This design comes from an exercise in tuning for small area on the open sky130 flow, not from production work. The RTL was checked by simulation tests, not by an equivalence proof against the original design. Power figures rest on the tool's default switching activity, not on a simulated workload.

==> inputs of run a <==
## ritc_trigger_top
module ritc_trigger_top #(
	parameter int A_STAGES = 0,
	parameter int B_STAGES = 2,
	parameter int C_STAGES = 3
) (
	input  logic                                              clk_i,
	input  logic                                              rst_n_i,
	input  logic                                              sync_i,
	input  logic [ritc_pkg::NBITS-1:0]                        a_i,
	input  logic [ritc_pkg::NBITS-1:0]                        b_i,
	input  logic [ritc_pkg::NBITS-1:0]                        c_i,
	input  logic                                              cfg_we_i,
	input  ritc_pkg::reg_addr_e                               cfg_addr_i,
	input  logic [ritc_pkg::CFG_BITS-1:0]                     cfg_wdata_i,
	output logic [ritc_pkg::CFG_BITS-1:0]                     cfg_rdata_o,
	output logic [ritc_pkg::NBITS*(A_STAGES+1)-1:0]           as_o,
	output logic [ritc_pkg::NBITS*(B_STAGES+1)-1:0]           bs_o,
	output logic [ritc_pkg::NBITS*(C_STAGES+1)-1:0]           cs_o,
	output logic                                              trig_o,
	output logic [ritc_pkg::NCHAN-1:0]                        trig_hits_o,
	output logic [ritc_pkg::PHASE_BITS-1:0]                   trig_phase_o
);
==> module ritc_max_mid, before the edit <==
module ritc_max_mid (
	input  logic [ritc_pkg::DEMUX-1:0] s1_i,
	input  logic [ritc_pkg::DEMUX-1:0] s2_i,
	input  logic                       top_i,
	output logic                       out_o
);
	logic any_hi, any;
	assign any_hi = |(s1_i & s2_i);
	assign any    = |s1_i;
	assign out_o = top_i ? any_hi : any;
endmodule
==> module ritc_min_mid, before the edit <==
module ritc_min_mid (
	input  logic [ritc_pkg::DEMUX-1:0] s1_i,
	input  logic [ritc_pkg::DEMUX-1:0] s2_i,
	input  logic                       top_i,
	output logic                       out_o
);
	logic nall_lo, nall;
	assign nall_lo = ~&(s1_i | s2_i);
	assign nall    = ~&s1_i;
	assign out_o = top_i ? nall_lo : nall;
endmodule
Settings: LEC_CHECK=0, CAP_MARGIN=20, CORE_AREA=2 2 142 142, DIE_AREA=0 0 144 144, SLEW_MARGIN=20, SYNTH_HIERARCHICAL=1; clock period 4.5 ns.
standard.sh (not shown) runs the stock make flow with config.mk's settings and CLKGATE_MAP_FILE= SYNTH_SCRIPT=/design/flow/synth_recipe.tcl, a recipe that flattens the netlist after the stock synthesis.
==> flow/flow/run.sh <==
#!/bin/bash
# Standard ORFS layout (the standard.sh) with these layout choices changed:
#  - every input and output port still gets a buffer, but the small buf_1 cell
#  - the clock tree is built from clkbuf_8 cells in small clusters, without dummy loads
#  - gates that synthesis sized up are put back at their smallest size first
#  - global placement is not timing driven (its virtual repair keeps oversized
#    buffers); synthesis buffers are removed before it as the timing-driven mode does
set -o pipefail
HERE=$(pwd)
export BUFFER_PORTS_ARGS="-buffer_cell sky130_fd_sc_hd__buf_1"
export CTS_ARGS="-sink_clustering_enable -repair_clock_nets -buf_list sky130_fd_sc_hd__clkbuf_8 -root_buf sky130_fd_sc_hd__clkbuf_8 -dont_use_dummy_load -sink_clustering_size 20 -sink_clustering_max_diameter 60"
export GPL_TIMING_DRIVEN=0
# Pins one routing track apart, so that the die can be smaller than the pin count would allow at two
export PLACE_PINS_ARGS="-min_distance 1 -min_distance_in_tracks"
export PRE_GLOBAL_PLACE_TCL=$HERE/flow/pre_global_place.tcl
bash standard.sh > standard.log 2>&1
==> flow/flow/pre_global_place.tcl <==
# Synthesis (ABC) sizes some gates up for its own delay estimate. Put every
# combinational gate back at its smallest drive strength; the resizer's slew,
# capacitance and timing repairs later in the flow size up what needs it.
set n_down 0
foreach inst [get_cells *] {
  set master [get_property $inst ref_name]
  if {![regexp {^(sky130_fd_sc_hd__)([a-z0-9]+)_([0-9]+)$} $master -> pfx base sz]} { continue }
  if {[regexp {^(df|sdf|edf|dl|buf|clk|inv|conb|tap|fill|decap|diode)} $base]} { continue }
  set best ""
  set best_area [get_property [get_lib_cells */$master] area]
  foreach t {0 1 2} {
    set cand ${pfx}${base}_$t
    set lc [get_lib_cells -quiet */$cand]
    if {$lc == ""} { continue }
    if {[get_property $lc dont_use]} { continue }
    set a [get_property $lc area]
    if {$a < $best_area} { set best $cand; set best_area $a }
  }
  if {$best != ""} {
    replace_cell $inst $best
    incr n_down
  }
}
puts "Sized down $n_down gates"
remove_buffers
==> run b: changes against run a <==
--- a/flow/design.v
+++ b/flow/design.v
@@ -184,10 +184,7 @@
 	input  logic                       top_i,
 	output logic                       out_o
 );
-	logic any_hi, any;
-	assign any_hi = |(s1_i & s2_i);
-	assign any    = |s1_i;
-	assign out_o = top_i ? any_hi : any;
+	assign out_o = |(s1_i & (s2_i | {ritc_pkg::DEMUX{~top_i}}));
 endmodule
 module ritc_max_low (
 	input  logic [ritc_pkg::DEMUX-1:0] s0_i,
@@ -205,10 +202,7 @@
 	input  logic                       top_i,
 	output logic                       out_o
 );
-	logic nall_lo, nall;
-	assign nall_lo = ~&(s1_i | s2_i);
-	assign nall    = ~&s1_i;
-	assign out_o = top_i ? nall_lo : nall;
+	assign out_o = ~&(s1_i | (s2_i & {ritc_pkg::DEMUX{top_i}}));
 endmodule
 module ritc_min_low (
 	input  logic [ritc_pkg::DEMUX-1:0] s0_i,
==> flow/flow/run.sh (replaced) <==
#!/bin/bash
# Standard ORFS layout (the standard.sh) with these layout choices changed:
#  - every input and output port still gets a buffer, but the small buf_1 cell
#  - the clock tree is built from clkbuf_8 cells in small clusters, without dummy loads
#  - global placement is not timing driven (its virtual repair keeps oversized
#    buffers); synthesis buffers are removed before it as the timing-driven mode does
set -o pipefail
HERE=$(pwd)
export BUFFER_PORTS_ARGS="-buffer_cell sky130_fd_sc_hd__buf_1"
export CTS_ARGS="-sink_clustering_enable -repair_clock_nets -buf_list sky130_fd_sc_hd__clkbuf_8 -root_buf sky130_fd_sc_hd__clkbuf_8 -dont_use_dummy_load -sink_clustering_size 16 -sink_clustering_max_diameter 50"
export GPL_TIMING_DRIVEN=0
export PRE_GLOBAL_PLACE_TCL=$HERE/flow/pre_global_place.tcl
bash standard.sh > standard.log 2>&1
==> flow/flow/pre_global_place.tcl (replaced) <==
remove_buffers
--- a/flow/config.mk
+++ b/flow/config.mk
@@ -6,7 +6,7 @@
 export NUM_CORES = 4
 export LEC_CHECK = 0
 export CAP_MARGIN = 20
-export CORE_AREA = 2 2 142 142
-export DIE_AREA = 0 0 144 144
+export CORE_AREA = 2 2 192 192
+export DIE_AREA = 0 0 194 194
 export SLEW_MARGIN = 20
 export SYNTH_HIERARCHICAL = 1
==> run c: changes against run a <==
==> flow/flow/run.sh (replaced) <==
#!/bin/bash
# Standard ORFS layout (the standard.sh) with these layout choices changed:
#  - every input and output port still gets a buffer, but the small buf_1 cell
#  - the clock tree is built from clkbuf_4 cells in small clusters, without dummy loads
#  - global placement is not timing driven (its virtual repair keeps oversized
#    buffers); synthesis buffers are removed before it as the timing-driven mode does
set -o pipefail
HERE=$(pwd)
export BUFFER_PORTS_ARGS="-buffer_cell sky130_fd_sc_hd__buf_1"
export CTS_ARGS="-sink_clustering_enable -repair_clock_nets -buf_list sky130_fd_sc_hd__clkbuf_4 -root_buf sky130_fd_sc_hd__clkbuf_8 -dont_use_dummy_load -sink_clustering_size 12 -sink_clustering_max_diameter 40"
export GPL_TIMING_DRIVEN=0
# Pins one routing track apart, so that the die can be smaller than the pin count would allow at two
export PLACE_PINS_ARGS="-min_distance 1 -min_distance_in_tracks"
export PRE_GLOBAL_PLACE_TCL=$HERE/flow/pre_global_place.tcl
bash standard.sh > standard.log 2>&1
==> flow/flow/pre_global_place.tcl (replaced) <==
remove_buffers
--- a/flow/config.mk
+++ b/flow/config.mk
@@ -6,7 +6,7 @@
 export NUM_CORES = 4
 export LEC_CHECK = 0
 export CAP_MARGIN = 20
-export CORE_AREA = 2 2 142 142
-export DIE_AREA = 0 0 144 144
+export CORE_AREA = 2 2 158 158
+export DIE_AREA = 0 0 160 160
 export SLEW_MARGIN = 20
 export SYNTH_HIERARCHICAL = 1
==> qor summary <==
| quantity | run c | run a | run b |
|---|---|---|---|
| Via count of the first global-routing pass | 10132 | 10087 | 10296 |
| Total Routing Usage GR | 27.3% | 31.4% | 20.5% |
| Share of the synthesized netlist area taken by xor and xnor gates | 0.460% | 0.460% | 0.459% |
| Run status | complete, no violations | complete, no violations | complete, no violations |
| Switching part of the total power | 27.8% | 27.3% | 27.8% |
| Number of instances in the synthesized netlist | 1453 | 1453 | 1444 |
| Worst-case setup margin in the final layout | 0.225 ns | 0.268 ns | 0.122 ns |
| Die Span X | 160 µm | 144 µm | 194 µm |
| Hold Crit Endpoint | u_storage.u_store_b.g_hist.hist_q[87] | u_storage.u_store_b.g_hist.hist_q[86] | u_storage.u_store_c.g_hist.hist_q[65] |
| Number of placed cells counting well taps | 2004 | 1943 | 2131 |
| Final Cycle Share | 95.0% | 94.1% | 97.3% |
| Sequential share of power | 60.0% | 60.7% | 55.9% |
| Fraction of area in clock buffers and inverters | 2.20% | 2.03% | 3.32% |
| Fraction of synthesized area in multiplexers | 1.29% | 1.29% | 1.28% |
| Met2 routed WL | 17100 µm | 16100 µm | 19000 µm |
| M1 WL | 15400 µm | 13900 µm | 17600 µm |
| Area fraction in compound gates after synthesis | 12.6% | 12.6% | 13.4% |
| Portion of the layout cell area used by non-clock buffers | 16.3% | 16.6% | 15.7% |
| Final cell count without fillers | 2040 | 1967 | 2165 |
| Start of the worst register-to-register path | u_config.thr_hi_q[1] | u_config.thr_hi_q[2] | u_config.thr_hi_q[2] |
| Total Wirelength | 36800 µm | 35200 µm | 41000 µm |
| P_clk | 1.22 mW | 1.17 mW | 1.55 mW |
| Share of the synthesized area in the top cell type | 45.1% | 45.1% | 45.0% |
| Headroom to the max-slew limit | 43.4% | 43.5% | 40.0% |
| Netlist cell types | 51 | 51 | 50 |

## static timing again, ports no longer ideal
No port has a modelled driver above. Below, the same layouts with a new extraction and two added sets of constraints.
Step 1 sets driving cells, clkbuf_16 on the clock port and buf_2 on the other inputs (assumed; they add their load-dependent delay and slew).
Step 2, shift: input delay + t, output delay - t, t = (earliest + latest rising clock arrival at the registers) / 2. This alone moves slack from input paths to output paths.
a / b / c = no drivers / after step 1 / after step 2; a / b = the first two.
run	shift t [ns]	setup WS [ns]	latest minus earliest clock arrival (ns)	slew at the worst register clock pin (ns)	cell pins on the clock port's net
run a	0.546	0.268 / 0.287 / -0.260	0.065 / 0.065	0.12 / 0.12	1
run b	0.583	0.122 / 0.147 / -0.436	0.100 / 0.100	0.10 / 0.10	1
run c	0.546	0.225 / 0.244 / -0.302	0.097 / 0.097	0.12 / 0.12	1
Met with ideal ports but missed after step 2: setup timing in every run listed. The setup slack of run b, which loses most, moves by +0.025 ns with the drivers and by -0.558 ns with both steps.
